This design comes from an exercise in tuning for small area and a short achievable clock period on the open sky130 flow, not from production work. The RTL was checked by simulation tests, not by an equivalence proof against the original design. Power figures rest on the tool's default switching activity, not on a simulated workload.

--- design.v ---
package rs_gf_pkg;
  typedef logic [8-1:0] data_t;
  localparam int field_order = (2 ** 8) - 1;
  localparam logic [2*8-2:0] irr_poly = 285;
  function automatic data_t gf_mult(data_t a, data_t b);
    logic [2*8-2:0] prod;
    prod = '0;
    for (int i = 0; i < 8; i++) begin
      if (b[i]) begin
        prod ^= {{(8-1){1'b0}}, a} << i;
      end
    end
    for (int i = 2*8-2; i >= 8; i--) begin
      if (prod[i]) begin
        prod ^= irr_poly << (i - 8);
      end
    end
    gf_mult = prod[8-1:0];
  endfunction
  function automatic data_t gf_pow_alpha(int e);
    data_t r;
    r = data_t'(1);
    for (int i = 0; i < (e % field_order); i++) begin
      r = gf_mult(r, data_t'(2));
    end
    gf_pow_alpha = r;
  endfunction
  function automatic data_t gf_inv(data_t a);
    case (a)
      8'd0: gf_inv = 8'd0;
      8'd1: gf_inv = 8'd1;
      8'd2: gf_inv = 8'd142;
      8'd3: gf_inv = 8'd244;
      8'd4: gf_inv = 8'd71;
      8'd5: gf_inv = 8'd167;
      8'd6: gf_inv = 8'd122;
      8'd7: gf_inv = 8'd186;
      8'd8: gf_inv = 8'd173;
      8'd9: gf_inv = 8'd157;
      8'd10: gf_inv = 8'd221;
      8'd11: gf_inv = 8'd152;
      8'd12: gf_inv = 8'd61;
      8'd13: gf_inv = 8'd170;
      8'd14: gf_inv = 8'd93;
      8'd15: gf_inv = 8'd150;
      8'd16: gf_inv = 8'd216;
      8'd17: gf_inv = 8'd114;
      8'd18: gf_inv = 8'd192;
      8'd19: gf_inv = 8'd88;
      8'd20: gf_inv = 8'd224;
      8'd21: gf_inv = 8'd62;
      8'd22: gf_inv = 8'd76;
      8'd23: gf_inv = 8'd102;
      8'd24: gf_inv = 8'd144;
      8'd25: gf_inv = 8'd222;
      8'd26: gf_inv = 8'd85;
      8'd27: gf_inv = 8'd128;
      8'd28: gf_inv = 8'd160;
      8'd29: gf_inv = 8'd131;
      8'd30: gf_inv = 8'd75;
      8'd31: gf_inv = 8'd42;
      8'd32: gf_inv = 8'd108;
      8'd33: gf_inv = 8'd237;
      8'd34: gf_inv = 8'd57;
      8'd35: gf_inv = 8'd81;
      8'd36: gf_inv = 8'd96;
      8'd37: gf_inv = 8'd86;
      8'd38: gf_inv = 8'd44;
      8'd39: gf_inv = 8'd138;
      8'd40: gf_inv = 8'd112;
      8'd41: gf_inv = 8'd208;
      8'd42: gf_inv = 8'd31;
      8'd43: gf_inv = 8'd74;
      8'd44: gf_inv = 8'd38;
      8'd45: gf_inv = 8'd139;
      8'd46: gf_inv = 8'd51;
      8'd47: gf_inv = 8'd110;
      8'd48: gf_inv = 8'd72;
      8'd49: gf_inv = 8'd137;
      8'd50: gf_inv = 8'd111;
      8'd51: gf_inv = 8'd46;
      8'd52: gf_inv = 8'd164;
      8'd53: gf_inv = 8'd195;
      8'd54: gf_inv = 8'd64;
      8'd55: gf_inv = 8'd94;
      8'd56: gf_inv = 8'd80;
      8'd57: gf_inv = 8'd34;
      8'd58: gf_inv = 8'd207;
      8'd59: gf_inv = 8'd169;
      8'd60: gf_inv = 8'd171;
      8'd61: gf_inv = 8'd12;
      8'd62: gf_inv = 8'd21;
      8'd63: gf_inv = 8'd225;
      8'd64: gf_inv = 8'd54;
      8'd65: gf_inv = 8'd95;
      8'd66: gf_inv = 8'd248;
      8'd67: gf_inv = 8'd213;
      8'd68: gf_inv = 8'd146;
      8'd69: gf_inv = 8'd78;
      8'd70: gf_inv = 8'd166;
      8'd71: gf_inv = 8'd4;
      8'd72: gf_inv = 8'd48;
      8'd73: gf_inv = 8'd136;
      8'd74: gf_inv = 8'd43;
      8'd75: gf_inv = 8'd30;
      8'd76: gf_inv = 8'd22;
      8'd77: gf_inv = 8'd103;
      8'd78: gf_inv = 8'd69;
      8'd79: gf_inv = 8'd147;
      8'd80: gf_inv = 8'd56;
      8'd81: gf_inv = 8'd35;
      8'd82: gf_inv = 8'd104;
      8'd83: gf_inv = 8'd140;
      8'd84: gf_inv = 8'd129;
      8'd85: gf_inv = 8'd26;
      8'd86: gf_inv = 8'd37;
      8'd87: gf_inv = 8'd97;
      8'd88: gf_inv = 8'd19;
      8'd89: gf_inv = 8'd193;
      8'd90: gf_inv = 8'd203;
      8'd91: gf_inv = 8'd99;
      8'd92: gf_inv = 8'd151;
      8'd93: gf_inv = 8'd14;
      8'd94: gf_inv = 8'd55;
      8'd95: gf_inv = 8'd65;
      8'd96: gf_inv = 8'd36;
      8'd97: gf_inv = 8'd87;
      8'd98: gf_inv = 8'd202;
      8'd99: gf_inv = 8'd91;
      8'd100: gf_inv = 8'd185;
      8'd101: gf_inv = 8'd196;
      8'd102: gf_inv = 8'd23;
      8'd103: gf_inv = 8'd77;
      8'd104: gf_inv = 8'd82;
      8'd105: gf_inv = 8'd141;
      8'd106: gf_inv = 8'd239;
      8'd107: gf_inv = 8'd179;
      8'd108: gf_inv = 8'd32;
      8'd109: gf_inv = 8'd236;
      8'd110: gf_inv = 8'd47;
      8'd111: gf_inv = 8'd50;
      8'd112: gf_inv = 8'd40;
      8'd113: gf_inv = 8'd209;
      8'd114: gf_inv = 8'd17;
      8'd115: gf_inv = 8'd217;
      8'd116: gf_inv = 8'd233;
      8'd117: gf_inv = 8'd251;
      8'd118: gf_inv = 8'd218;
      8'd119: gf_inv = 8'd121;
      8'd120: gf_inv = 8'd219;
      8'd121: gf_inv = 8'd119;
      8'd122: gf_inv = 8'd6;
      8'd123: gf_inv = 8'd187;
      8'd124: gf_inv = 8'd132;
      8'd125: gf_inv = 8'd205;
      8'd126: gf_inv = 8'd254;
      8'd127: gf_inv = 8'd252;
      8'd128: gf_inv = 8'd27;
      8'd129: gf_inv = 8'd84;
      8'd130: gf_inv = 8'd161;
      8'd131: gf_inv = 8'd29;
      8'd132: gf_inv = 8'd124;
      8'd133: gf_inv = 8'd204;
      8'd134: gf_inv = 8'd228;
      8'd135: gf_inv = 8'd176;
      8'd136: gf_inv = 8'd73;
      8'd137: gf_inv = 8'd49;
      8'd138: gf_inv = 8'd39;
      8'd139: gf_inv = 8'd45;
      8'd140: gf_inv = 8'd83;
      8'd141: gf_inv = 8'd105;
      8'd142: gf_inv = 8'd2;
      8'd143: gf_inv = 8'd245;
      8'd144: gf_inv = 8'd24;
      8'd145: gf_inv = 8'd223;
      8'd146: gf_inv = 8'd68;
      8'd147: gf_inv = 8'd79;
      8'd148: gf_inv = 8'd155;
      8'd149: gf_inv = 8'd188;
      8'd150: gf_inv = 8'd15;
      8'd151: gf_inv = 8'd92;
      8'd152: gf_inv = 8'd11;
      8'd153: gf_inv = 8'd220;
      8'd154: gf_inv = 8'd189;
      8'd155: gf_inv = 8'd148;
      8'd156: gf_inv = 8'd172;
      8'd157: gf_inv = 8'd9;
      8'd158: gf_inv = 8'd199;
      8'd159: gf_inv = 8'd162;
      8'd160: gf_inv = 8'd28;
      8'd161: gf_inv = 8'd130;
      8'd162: gf_inv = 8'd159;
      8'd163: gf_inv = 8'd198;
      8'd164: gf_inv = 8'd52;
      8'd165: gf_inv = 8'd194;
      8'd166: gf_inv = 8'd70;
      8'd167: gf_inv = 8'd5;
      8'd168: gf_inv = 8'd206;
      8'd169: gf_inv = 8'd59;
      8'd170: gf_inv = 8'd13;
      8'd171: gf_inv = 8'd60;
      8'd172: gf_inv = 8'd156;
      8'd173: gf_inv = 8'd8;
      8'd174: gf_inv = 8'd190;
      8'd175: gf_inv = 8'd183;
      8'd176: gf_inv = 8'd135;
      8'd177: gf_inv = 8'd229;
      8'd178: gf_inv = 8'd238;
      8'd179: gf_inv = 8'd107;
      8'd180: gf_inv = 8'd235;
      8'd181: gf_inv = 8'd242;
      8'd182: gf_inv = 8'd191;
      8'd183: gf_inv = 8'd175;
      8'd184: gf_inv = 8'd197;
      8'd185: gf_inv = 8'd100;
      8'd186: gf_inv = 8'd7;
      8'd187: gf_inv = 8'd123;
      8'd188: gf_inv = 8'd149;
      8'd189: gf_inv = 8'd154;
      8'd190: gf_inv = 8'd174;
      8'd191: gf_inv = 8'd182;
      8'd192: gf_inv = 8'd18;
      8'd193: gf_inv = 8'd89;
      8'd194: gf_inv = 8'd165;
      8'd195: gf_inv = 8'd53;
      8'd196: gf_inv = 8'd101;
      8'd197: gf_inv = 8'd184;
      8'd198: gf_inv = 8'd163;
      8'd199: gf_inv = 8'd158;
      8'd200: gf_inv = 8'd210;
      8'd201: gf_inv = 8'd247;
      8'd202: gf_inv = 8'd98;
      8'd203: gf_inv = 8'd90;
      8'd204: gf_inv = 8'd133;
      8'd205: gf_inv = 8'd125;
      8'd206: gf_inv = 8'd168;
      8'd207: gf_inv = 8'd58;
      8'd208: gf_inv = 8'd41;
      8'd209: gf_inv = 8'd113;
      8'd210: gf_inv = 8'd200;
      8'd211: gf_inv = 8'd246;
      8'd212: gf_inv = 8'd249;
      8'd213: gf_inv = 8'd67;
      8'd214: gf_inv = 8'd215;
      8'd215: gf_inv = 8'd214;
      8'd216: gf_inv = 8'd16;
      8'd217: gf_inv = 8'd115;
      8'd218: gf_inv = 8'd118;
      8'd219: gf_inv = 8'd120;
      8'd220: gf_inv = 8'd153;
      8'd221: gf_inv = 8'd10;
      8'd222: gf_inv = 8'd25;
      8'd223: gf_inv = 8'd145;
      8'd224: gf_inv = 8'd20;
      8'd225: gf_inv = 8'd63;
      8'd226: gf_inv = 8'd230;
      8'd227: gf_inv = 8'd240;
      8'd228: gf_inv = 8'd134;
      8'd229: gf_inv = 8'd177;
      8'd230: gf_inv = 8'd226;
      8'd231: gf_inv = 8'd241;
      8'd232: gf_inv = 8'd250;
      8'd233: gf_inv = 8'd116;
      8'd234: gf_inv = 8'd243;
      8'd235: gf_inv = 8'd180;
      8'd236: gf_inv = 8'd109;
      8'd237: gf_inv = 8'd33;
      8'd238: gf_inv = 8'd178;
      8'd239: gf_inv = 8'd106;
      8'd240: gf_inv = 8'd227;
      8'd241: gf_inv = 8'd231;
      8'd242: gf_inv = 8'd181;
      8'd243: gf_inv = 8'd234;
      8'd244: gf_inv = 8'd3;
      8'd245: gf_inv = 8'd143;
      8'd246: gf_inv = 8'd211;
      8'd247: gf_inv = 8'd201;
      8'd248: gf_inv = 8'd66;
      8'd249: gf_inv = 8'd212;
      8'd250: gf_inv = 8'd232;
      8'd251: gf_inv = 8'd117;
      8'd252: gf_inv = 8'd127;
      8'd253: gf_inv = 8'd255;
      8'd254: gf_inv = 8'd126;
      8'd255: gf_inv = 8'd253;
      default: gf_inv = 8'd0;
    endcase
  endfunction
endpackage
package rs_frame_pkg;
  typedef logic [4-1:0] tag_t;
  typedef logic [$clog2(255)-1:0] pos_t;
  typedef logic [$clog2(8+2)-1:0] cnt_t;
endpackage
module rs_symbol_framer (
  input  logic               iclk,
  input  logic               ireset,
  input  logic               iclkena,
  input  logic               isop,
  input  logic               ival,
  input  rs_gf_pkg::data_t   idat,
  output logic               sym_val,
  output logic               sym_first,
  output rs_gf_pkg::data_t   sym_dat,
  output logic               synd_val,
  output rs_frame_pkg::tag_t synd_tag
);
  logic               in_v;
  logic               in_sop;
  rs_gf_pkg::data_t   in_dat;
  rs_frame_pkg::pos_t cnt;
  rs_frame_pkg::tag_t frame_tag;
  logic in_frame;
  logic last_sym;
  always_ff @(posedge iclk or posedge ireset) begin
    if (ireset) begin
      in_v <= 1'b0;
    end
    else begin
      in_v <= iclkena & ival;
    end
  end
  always_ff @(posedge iclk) begin
    in_sop <= isop;
    in_dat <= idat;
  end
  assign in_frame  = in_sop | (cnt != '0);
  assign sym_val   = in_v & in_frame;
  assign sym_first = in_v & in_sop;
  assign sym_dat   = in_dat;
  assign last_sym  = sym_val & (cnt == rs_frame_pkg::pos_t'(255-1));
  always_ff @(posedge iclk or posedge ireset) begin
    if (ireset) begin
      cnt       <= '0;
      frame_tag <= '0;
      synd_val  <= 1'b0;
      synd_tag  <= '0;
    end
    else begin
      synd_val <= last_sym;
      if (last_sym) begin
        cnt       <= '0;
        synd_tag  <= frame_tag;
        frame_tag <= frame_tag + 1'b1;
      end
      else if (sym_val) begin
        cnt <= in_sop ? rs_frame_pkg::pos_t'(1) : cnt + 1'b1;
      end
    end
  end
endmodule
module rs_syndrome_cell #(
  parameter int root_idx = 0
) (
  input  logic             iclk,
  input  logic             sym_val,
  input  logic             sym_first,
  input  rs_gf_pkg::data_t sym_dat,
  output rs_gf_pkg::data_t syndrome
);
  localparam rs_gf_pkg::data_t root = rs_gf_pkg::gf_pow_alpha(root_idx + 0);
  rs_gf_pkg::data_t acc_next;
  always_comb begin
    if (sym_first) begin
      acc_next = sym_dat;
    end
    else begin
      acc_next = rs_gf_pkg::gf_mult(syndrome, root) ^ sym_dat;
    end
  end
  always_ff @(posedge iclk) begin
    if (sym_val) begin
      syndrome <= acc_next;
    end
  end
endmodule
module rs_berlekamp_ribm (
  input  logic               iclk,
  input  logic               ireset,
  input  logic               synd_val,
  input  rs_frame_pkg::tag_t synd_tag,
  input  rs_gf_pkg::data_t [1:16] syndrome,
  input  logic               loc_take,
  output logic               loc_val,
  output rs_gf_pkg::data_t [0:8] loc_poly,
  output rs_gf_pkg::data_t [0:8-1] omega_poly,
  output rs_frame_pkg::cnt_t loc_len,
  output logic               loc_fail,
  output rs_frame_pkg::tag_t loc_tag
);
  localparam int t   = 8;
  localparam int t2  = 16;
  localparam int np  = t2 + t - 2;    
  rs_gf_pkg::data_t syn [0:t2-1];
  rs_gf_pkg::data_t lam [0:t];
  rs_gf_pkg::data_t cb  [0:t+1];
  rs_gf_pkg::data_t gamma;
  rs_gf_pkg::data_t delta;
  rs_gf_pkg::data_t acc;
  logic [5:0]       kv;
  logic             busy;
  logic [4:0]       pass;
  logic [3:0]       step;
  logic [4:0]       idx;
  logic             first_pass;
  logic             last_step;
  logic             swap;
  rs_gf_pkg::data_t lam_h;
  rs_gf_pkg::data_t cb_h;
  rs_gf_pkg::data_t lam_new;
  rs_gf_pkg::data_t s_h;
  rs_gf_pkg::data_t acc_new;
  rs_gf_pkg::data_t cb_w;
  logic [4:0]       idx_next;
  assign first_pass = (pass == 5'd0);
  assign last_step  = (step == 4'(t));
  assign swap       = (delta != '0) && !kv[5];
  always_comb begin
    if (first_pass) begin
      lam_h = (step == 4'd0) ? rs_gf_pkg::data_t'(1) : '0;
      cb_h  = (step == 4'd1) ? rs_gf_pkg::data_t'(1) : '0;
    end
    else begin
      lam_h = lam[0];
      cb_h  = (step == 4'd0) ? '0 : cb[0];
    end
    lam_new = rs_gf_pkg::gf_mult(gamma, lam_h) ^ rs_gf_pkg::gf_mult(delta, cb_h);
    s_h     = idx[4] ? '0 : syn[idx[3:0]];
    acc_new = ((step == 4'd0) ? '0 : acc) ^ rs_gf_pkg::gf_mult(lam_new, s_h);
    if (pass >= 5'(t2 - 1)) begin
      cb_w = acc_new;
    end
    else begin
      cb_w = swap ? lam_h : cb_h;
    end
    if (pass < 5'(t2 - 2)) begin
      idx_next = pass + 5'd2;
    end
    else begin
      idx_next = pass - 5'(t2 - 2);
    end
  end
  always_ff @(posedge iclk or posedge ireset) begin
    if (ireset) begin
      busy    <= 1'b0;
      loc_val <= 1'b0;
      pass    <= '0;
      step    <= '0;
      idx     <= '0;
    end
    else begin
      if (loc_take) begin
        loc_val <= 1'b0;
      end
      if (synd_val) begin
        busy <= 1'b1;
        pass <= '0;
        step <= '0;
        idx  <= 5'd1;
      end
      else if (busy) begin
        if (last_step) begin
          step <= '0;
          pass <= pass + 1'b1;
          idx  <= idx_next;
          if (pass == 5'(np)) begin
            busy    <= 1'b0;
            loc_val <= 1'b1;
          end
        end
        else begin
          step <= step + 1'b1;
          idx  <= idx - 1'b1;
        end
      end
    end
  end
  always_ff @(posedge iclk) begin
    if (synd_val) begin
      for (int j = 0; j < t2; j++) begin
        syn[j] <= syndrome[j+1];
      end
      loc_tag <= synd_tag;
      gamma   <= rs_gf_pkg::data_t'(1);
      delta   <= syndrome[1];
      kv      <= '0;
    end
    else if (busy) begin
      acc <= acc_new;
      for (int j = 0; j < t; j++) begin
        lam[j] <= lam[j+1];
      end
      lam[t] <= lam_new;
      if ((pass < 5'(t2)) || last_step) begin
        for (int j = 0; j <= t; j++) begin
          cb[j] <= cb[j+1];
        end
        cb[t+1] <= cb_w;
      end
      if (last_step) begin
        if (pass < 5'(t2 - 1)) begin
          delta <= acc_new;
        end
        else begin
          delta <= '0;
        end
        if (pass < 5'(t2)) begin
          if (swap) begin
            gamma <= delta;
            kv    <= ~kv;
          end
          else begin
            kv    <= kv + 1'b1;
          end
        end
        if (pass == 5'(t2 - 1)) begin
          gamma <= rs_gf_pkg::data_t'(1);
        end
      end
    end
  end
  always_comb begin
    for (int i = 0; i <= t; i++) begin
      loc_poly[i] = lam[i];
    end
    for (int i = 0; i < t; i++) begin
      omega_poly[i] = cb[i+2];
    end
  end
  assign loc_fail = kv[5];
  assign loc_len  = rs_frame_pkg::cnt_t'((6'(t2) - kv) >> 1);
endmodule
module rs_chien_forney (
  input  logic               iclk,
  input  logic               ireset,
  input  logic               iclkena,
  input  logic               loc_val,
  input  rs_gf_pkg::data_t [0:8] loc_poly,
  input  rs_gf_pkg::data_t [0:8-1] omega_poly,
  input  rs_frame_pkg::cnt_t loc_len,
  input  logic               loc_fail,
  input  rs_frame_pkg::tag_t loc_tag,
  output logic               loc_take,
  output logic               oerr_val,
  output rs_frame_pkg::pos_t oerr_pos,
  output rs_gf_pkg::data_t   oerr_mag,
  output logic               oframe_done,
  output rs_frame_pkg::cnt_t oerr_cnt,
  output logic               odecfail,
  output rs_frame_pkg::tag_t otag
);
  localparam int t = 8;
  rs_gf_pkg::data_t lam_reg [0:t];
  rs_gf_pkg::data_t omg_reg [0:t-1];
  rs_gf_pkg::data_t lam_nxt [0:t];
  rs_gf_pkg::data_t omg_nxt [0:t-1];
  logic               e_val;
  rs_frame_pkg::pos_t e_pos;
  logic               e_last;
  rs_frame_pkg::cnt_t e_len;
  logic               e_fail;
  rs_frame_pkg::tag_t e_tag;
  rs_gf_pkg::data_t   lam_even;
  rs_gf_pkg::data_t   lam_odd;
  rs_gf_pkg::data_t   omg_sum;
  logic               s1_val;
  logic               s1_last;
  logic               s1_root;
  rs_gf_pkg::data_t   s1_lodd;
  rs_gf_pkg::data_t   s1_omg;
  rs_frame_pkg::cnt_t s1_len;
  logic               s1_fail;
  rs_frame_pkg::tag_t s1_tag;
  rs_frame_pkg::cnt_t root_cnt;
  rs_frame_pkg::cnt_t root_cnt_nxt;
  logic               s2_val;
  logic               s2_last;
  logic               s2_root;
  rs_gf_pkg::data_t   s2_inv;
  rs_gf_pkg::data_t   s2_omg;
  rs_frame_pkg::cnt_t s2_cnt;
  logic               s2_fail;
  rs_frame_pkg::tag_t s2_tag;
  assign e_last   = (e_pos == rs_frame_pkg::pos_t'(255-1));
  assign loc_take = iclkena & loc_val & (~e_val | e_last);
  for (genvar g = 0; g <= t; g++) begin : g_term
    localparam rs_gf_pkg::data_t step = rs_gf_pkg::gf_pow_alpha(g);
    assign lam_nxt[g] = rs_gf_pkg::gf_mult(lam_reg[g], step);
    always_ff @(posedge iclk) begin
      if (loc_take) begin
        lam_reg[g] <= loc_poly[g];
      end
      else if (iclkena && e_val) begin
        lam_reg[g] <= lam_nxt[g];
      end
    end
    if (g < t) begin : g_omega
      assign omg_nxt[g] = rs_gf_pkg::gf_mult(omg_reg[g], step);
      always_ff @(posedge iclk) begin
        if (loc_take) begin
          omg_reg[g] <= omega_poly[g];
        end
        else if (iclkena && e_val) begin
          omg_reg[g] <= omg_nxt[g];
        end
      end
    end
  end
  always_comb begin
    lam_even = '0;
    lam_odd  = '0;
    omg_sum  = '0;
    for (int i = 0; i <= t; i++) begin
      if (i % 2 == 1) begin
        lam_odd ^= lam_nxt[i];
      end
      else begin
        lam_even ^= lam_nxt[i];
      end
    end
    for (int i = 0; i < t; i++) begin
      omg_sum ^= omg_nxt[i];
    end
  end
  assign root_cnt_nxt = root_cnt + rs_frame_pkg::cnt_t'(s1_root);
  always_ff @(posedge iclk or posedge ireset) begin
    if (ireset) begin
      e_val       <= 1'b0;
      e_pos       <= '0;
      s1_val      <= 1'b0;
      s2_val      <= 1'b0;
      root_cnt    <= '0;
      oerr_val    <= 1'b0;
      oerr_pos    <= '0;
      oframe_done <= 1'b0;
    end
    else if (iclkena) begin
      if (loc_take) begin
        e_val <= 1'b1;
        e_pos <= '0;
      end
      else if (e_val) begin
        e_pos <= e_pos + 1'b1;
        if (e_last) begin
          e_val <= 1'b0;
        end
      end
      s1_val <= e_val;
      s2_val <= s1_val;
      if (s1_val) begin
        root_cnt <= s1_last ? '0 : root_cnt_nxt;
      end
      oerr_val    <= s2_val;
      oframe_done <= s2_val & s2_last;
      if (oerr_val) begin
        oerr_pos <= (oerr_pos == rs_frame_pkg::pos_t'(255-1)) ? '0 : oerr_pos + 1'b1;
      end
    end
  end
  always_ff @(posedge iclk) begin
    if (loc_take) begin
      e_len  <= loc_len;
      e_fail <= loc_fail;
      e_tag  <= loc_tag;
    end
    if (iclkena) begin
      s1_last <= e_last;
      s1_root <= e_val && ((lam_even ^ lam_odd) == '0);
      s1_lodd <= lam_odd;
      s1_omg  <= omg_sum;
      if (e_val && e_last) begin
        s1_len  <= e_len;
        s1_fail <= e_fail;
        s1_tag  <= e_tag;
      end
      s2_last <= s1_last;
      s2_root <= s1_root;
      s2_inv  <= rs_gf_pkg::gf_inv(s1_lodd);
      s2_omg  <= s1_omg;
      if (s1_val && s1_last) begin
        s2_cnt  <= root_cnt_nxt;
        s2_fail <= s1_fail | (root_cnt_nxt != s1_len);
        s2_tag  <= s1_tag;
      end
      oerr_mag <= s2_root ? rs_gf_pkg::gf_mult(s2_omg, s2_inv) : '0;
      if (s2_val && s2_last) begin
        oerr_cnt <= s2_cnt;
        odecfail <= s2_fail;
        otag     <= s2_tag;
      end
    end
  end
endmodule
module rs_decoder_top (
  input  logic               iclk,
  input  logic               ireset,
  input  logic               iclkena,
  input  logic               isop,
  input  logic               ival,
  input  rs_gf_pkg::data_t   idat,
  output logic               oerr_val,
  output rs_frame_pkg::pos_t oerr_pos,
  output rs_gf_pkg::data_t   oerr_mag,
  output logic               oframe_done,
  output rs_frame_pkg::cnt_t oerr_cnt,
  output logic               odecfail,
  output rs_frame_pkg::tag_t otag
);
  logic  sym_val;
  logic  sym_first;
  rs_gf_pkg::data_t sym_dat;
  logic  synd_val;
  rs_frame_pkg::tag_t  synd_tag;
  rs_gf_pkg::data_t [1:16] syndrome;
  logic  loc_val;
  logic  loc_take;
  rs_gf_pkg::data_t [0:8] loc_poly;
  rs_gf_pkg::data_t [0:8-1] omega_poly;
  rs_frame_pkg::cnt_t  loc_len;
  logic  loc_fail;
  rs_frame_pkg::tag_t  loc_tag;
  rs_symbol_framer framer0 (
    .iclk      (iclk),
    .ireset    (ireset),
    .iclkena   (iclkena),
    .isop      (isop),
    .ival      (ival),
    .idat      (idat),
    .sym_val   (sym_val),
    .sym_first (sym_first),
    .sym_dat   (sym_dat),
    .synd_val  (synd_val),
    .synd_tag  (synd_tag)
  );
  for (genvar g = 0; g < 16; g++) begin : g_synd
    rs_syndrome_cell #(
      .root_idx (g)
    ) cell0 (
      .iclk      (iclk),
      .sym_val   (sym_val),
      .sym_first (sym_first),
      .sym_dat   (sym_dat),
      .syndrome  (syndrome[g+1])
    );
  end
  rs_berlekamp_ribm ribm0 (
    .iclk       (iclk),
    .ireset     (ireset),
    .synd_val   (synd_val),
    .synd_tag   (synd_tag),
    .syndrome   (syndrome),
    .loc_take   (loc_take),
    .loc_val    (loc_val),
    .loc_poly   (loc_poly),
    .omega_poly (omega_poly),
    .loc_len    (loc_len),
    .loc_fail   (loc_fail),
    .loc_tag    (loc_tag)
  );
  rs_chien_forney chien0 (
    .iclk        (iclk),
    .ireset      (ireset),
    .iclkena     (iclkena),
    .loc_val     (loc_val),
    .loc_poly    (loc_poly),
    .omega_poly  (omega_poly),
    .loc_len     (loc_len),
    .loc_fail    (loc_fail),
    .loc_tag     (loc_tag),
    .loc_take    (loc_take),
    .oerr_val    (oerr_val),
    .oerr_pos    (oerr_pos),
    .oerr_mag    (oerr_mag),
    .oframe_done (oframe_done),
    .oerr_cnt    (oerr_cnt),
    .odecfail    (odecfail),
    .otag        (otag)
  );
endmodule
--- run.sh ---
#!/bin/bash
# synth_recipe.tcl (not shown) runs the flow's synth.tcl, then flattens the netlist and writes it again
# the make line also repeats each setting of config.mk as NAME=value (left out here)
make -C /OpenROAD-flow-scripts/flow DESIGN_CONFIG=/design/flow/config.mk WORK_HOME=/design/flow/orfs CLKGATE_MAP_FILE= SYNTH_SCRIPT=/design/flow/synth_recipe.tcl finish
--- config.mk ---
export PLATFORM = sky130hd
export DESIGN_NAME = rs_decoder_top
export DESIGN_NICKNAME = rs_decoder_top
export VERILOG_FILES = /design/flow/design.v
export SDC_FILE = /design/flow/constraint.sdc
export NUM_CORES = 4
export LEC_CHECK = 0
export CAP_MARGIN = 20
export CORE_MARGIN = 2
export CORE_UTILIZATION = 40
export SLEW_MARGIN = 20
--- constraint.sdc ---
create_clock -name core_clock -period 22.0 [get_ports {iclk}]
set_input_delay 4.4000 -clock core_clock [delete_from_list [all_inputs] [get_ports {iclk}]]
set_output_delay 4.4000 -clock core_clock [all_outputs]
set_load 0.01 [all_outputs]
==> results.txt <==
==> worst min path at each step <==
stage | endpoint | slack, ps | cells past startpoint
6_report | chien0.oerr_cnt[1] | 410 | 0
5_1_grt | chien0.oerr_cnt[1] | 420 | 0
4_1_cts | chien0.oerr_cnt[1] | 410 | 0
3_5_place_dp | chien0.s1_tag[3] | 400 | 0
3_3_place_gp | chien0.s2_omg[6] | 400 | 0
2_1_floorplan | chien0.e_tag[0] | 400 | 0
==> metal layers <==
metal	track usage (%)	part of all wire, %	vias up
li1	-	-	12300
met1	26.7	45	12600
met2	30.4	46	797
met3	2.91	5.6	177
met4	6.03	2.9	0
met5	0	0	-
==> worst max-delay path, stage by stage <==
cell and delay [ps]:
buf_2 80, buf_4 560, o21ai_0 400, inv_4 660, buf_4 820
==> cell usage after synthesis (6+ instances only) <==
library cell  instances
xnor2_1             613
o2bb2ai_1             6
mux2_2               16
edfxtp_1            644
a222oi_1             10
o221ai_1              6
a211oi_1             30
buf_2                33
nor2b_1              12
and3_1               20
nand2_1             613
dfxtp_1              23
a22o_1               12
nor3b_1              11
a21oi_1             144
xor2_1              239
inv_1                45
clkbuf_1            164
dfrtp_1              59
a31oi_1              23
o22ai_1              16
a311oi_1              6
mux4_2               15
nor3_1               36
ha_1                 38
and2_1               13
a221oi_1             14
nand4_1              15
o211ai_1             24
xnor3_1              21
mux2i_1              13
nand2b_1             10
o21ai_0             156
a22oi_1              30
nand3_1              58
nor2_1              241
a21o_1               10
buf_1                29
o31ai_1              14
xnor2_2               7
o311ai_0              8
==> power groups by stage <==
stage	clock network (µW)	logic (µW)	registers (µW)
4_1_cts	1360	3170	2170
5_1_grt	1410	3480	2200
6_report	1330	3180	2170
2_1_floorplan	0	2570	2100
3_3_place_gp	0	3130	2200
3_5_place_dp	0	3160	2200
==> through the flow <==
step / std cells / setup WS [ps]
finish: 4873 / 15210
global route: 4872 / 14990
CTS: 4872 / 14920
detailed placement: 4724 / 14220
global placement: 4724 / 14340
floorplan: 3583 / 13750
==> logic make-up after synthesis <==
group,after synthesis,share of synthesized area (%)
flops,726,53.6
fa+ha+maj,38,1.20
buf+inv,280,2.79
simple gates,1062,11.2
xor+xnor,889,20.8
compound gates,543,8.64
mux,45,1.67
==> placed cells by master (no fill, tap or decap), types with 58 or more instances in the layout <==
cell type,instances
a21oi_1,143
clkbuf_16,84
dfrtp_1,58
edfxtp_1,644
nand2_1,612
nand3_1,58
nor2_1,241
o21ai_0,156
xnor2_1,613
xor2_1,239
==> area by class of cell <==
class / count / area share (%)
sequential: 726 / 48.6
tap: 1287 / 3.68
antenna: 1 / 0.00572
clock buffer: 95 / 4.94
timing repair buffer: 83 / 1.67
multi-input combinational: 2577 / 39.6
clock inverter: 53 / 1.03
inverter: 51 / 0.452
==> flow_metrics.tcl <==
set metrics [dict create \
    status "timing/DRC/antenna clean" \
    r2r_start "ribm0.pass[0]" \
    grt_pass1_vias 25100 \
    dieWidth_um 319 \
    synth-edff-count 644 \
    slew-limit-headroom_pct 28.0 \
    power.density_mw_per_mm2 153 \
    clk_pin_slew_ps 60 \
    clk_path_buf_depth 3 \
    swShare_pct 37.2 \
    hp-start "chien0.s2_cnt[1]" \
    power.ir.vdd_worst_uv 94.8 \
    antenna_left 0 \
    drc 0 \
    grt_antenna_before_repair 0 \
    design_area_mm2 0.0438 \
    setup_tns_ps 0 \
    skew_ps 22.8 \
    final_hold_viol_count 0 \
    cts-htree-levels 3 \
    cap_violations 0 \
    max_slew.worst_pin.slew_ps 1080 \
    grt_pass1_wl_mm 152 \
    firstDrtPassIters 8 \
    numPortBuffers 39 \
    drv_slew 0 \
    seq_area_mm2 0.0213 \
    place_area_mm2 0.0412 \
    critical_path_class "primary input to flop" \
    fillers 9073 \
    crit_path_start "iclkena" \
    reg2reg_slack_ps 16230 \
    gp_congestion 0.941 \
    globalRoute.totalOverflow 0 \
    p_switching_uw 2490 \
    clk_latency_ps 640 \
    cts_setup_buffers 0 \
    io_pins 40 \
    p_int_uw 4190 \
    grt_usage_pct 19.1 \
    fin_hold_ws_ps 410 \
    seq_power_share_pct 32.5 \
    synth_ff_type "edfxtp_1" \
    power_frac_clock_pct 19.9 \
    finalSetupViolCount 0 \
    hpwl_mm 64.0 \
    synth_cell_types 88 \
    fmax_mhz 147 \
    p_leak_uw 0.0148 \
    area_growth_pct 10.4 \
    critPathCapture "chien0.omg_reg[1][5]" \
    start_util_pct 40.4 \
    ctsResizeCount 0 \
    die_y_um 319 \
    syn_area_mm2 0.0397 \
    ys_top_cells_by_area "edfxtp_1 (49%), xnor2_1 (14%), nand2_1 (5.8%)" \
    ys_ff_latch 726 \
    ys_warn_count 26 \
    wl_per_cell_um 20.1 \
    num_vias 25900 \
    cts_inserted_buffers 80 \
    syn_nets 3634 \
    r2r_end "ribm0.delta[4]" \
    rsz0062_at_grt "false" \
    cp.arrival_ps 7050 \
    top_regs "g_synd.cell0.syndrome: 128 flops, ribm0.syn: 128 flops, ribm0.cb: 80 flops" \
    end_kind "flop" \
    cts_root_buffer "clkbuf_16" \
    cts_tree "built" \
    netlist_instances 3583 \
    fin_util_pct 44.5 \
    die_area_mm2 0.102 \
    pwr-share-comb_pct 47.6 \
    power_uw 6680 \
    core_mm2 0.0983 \
    drive_gt1_share_pct 7.03 \
    reg2reg_depth 17 \
    cp-start-kind "primary input" \
    multi_input_area_mm2 0.0173 \
    min_path_type "flop to flop" \
    min_period_over_period_pct 30.9 \
    critPathRequiredTime_ps 22260 \
    hold_buffers 0 \
    yosysTopAreaCell "edfxtp_1" \
    num_rows 115 \
    grt_max_degree 136 \
    wl_mm 97.7 \
    drtIter0Drc 2524 \
    ys_seq_area_share_pct 53.6 \
    final_net_count 3570 \
    crit_fanout 68 \
    post-route-min-period_ps 6790 \
    vias_per_cell 5.32 \
    clock_sinks 726 \
    avgSynthCellArea_um2 11.1 \
    synth_top_area_share_pct 48.7 \
    async_flop_share_pct 8.13 \
]

[afterwards: timing with drivers on the ports]
Ports are ideal in the flow. The routed layout listed here was re-timed in OpenROAD.
Step 1, drivers: a clkbuf_16 drives iclk and a buf_2 each remaining input, both assumed.
Step 2 also shifts input and output timing later by t, the mid clock arrival at the registers, as if the neighbouring blocks saw the same clock.
a / b / c = no drivers / after step 1 / after step 2; a / b = the first two.
t, ns: 0.698
slack for setup (ns): 15.209 / 15.251 / 14.553
worst register clock-pin slew, ns: 0.07 / 0.07
After both steps setup and hold are still met in this run. For this run, drivers alone change the setup slack by +0.042 ns; drivers and shift together by -0.656 ns.
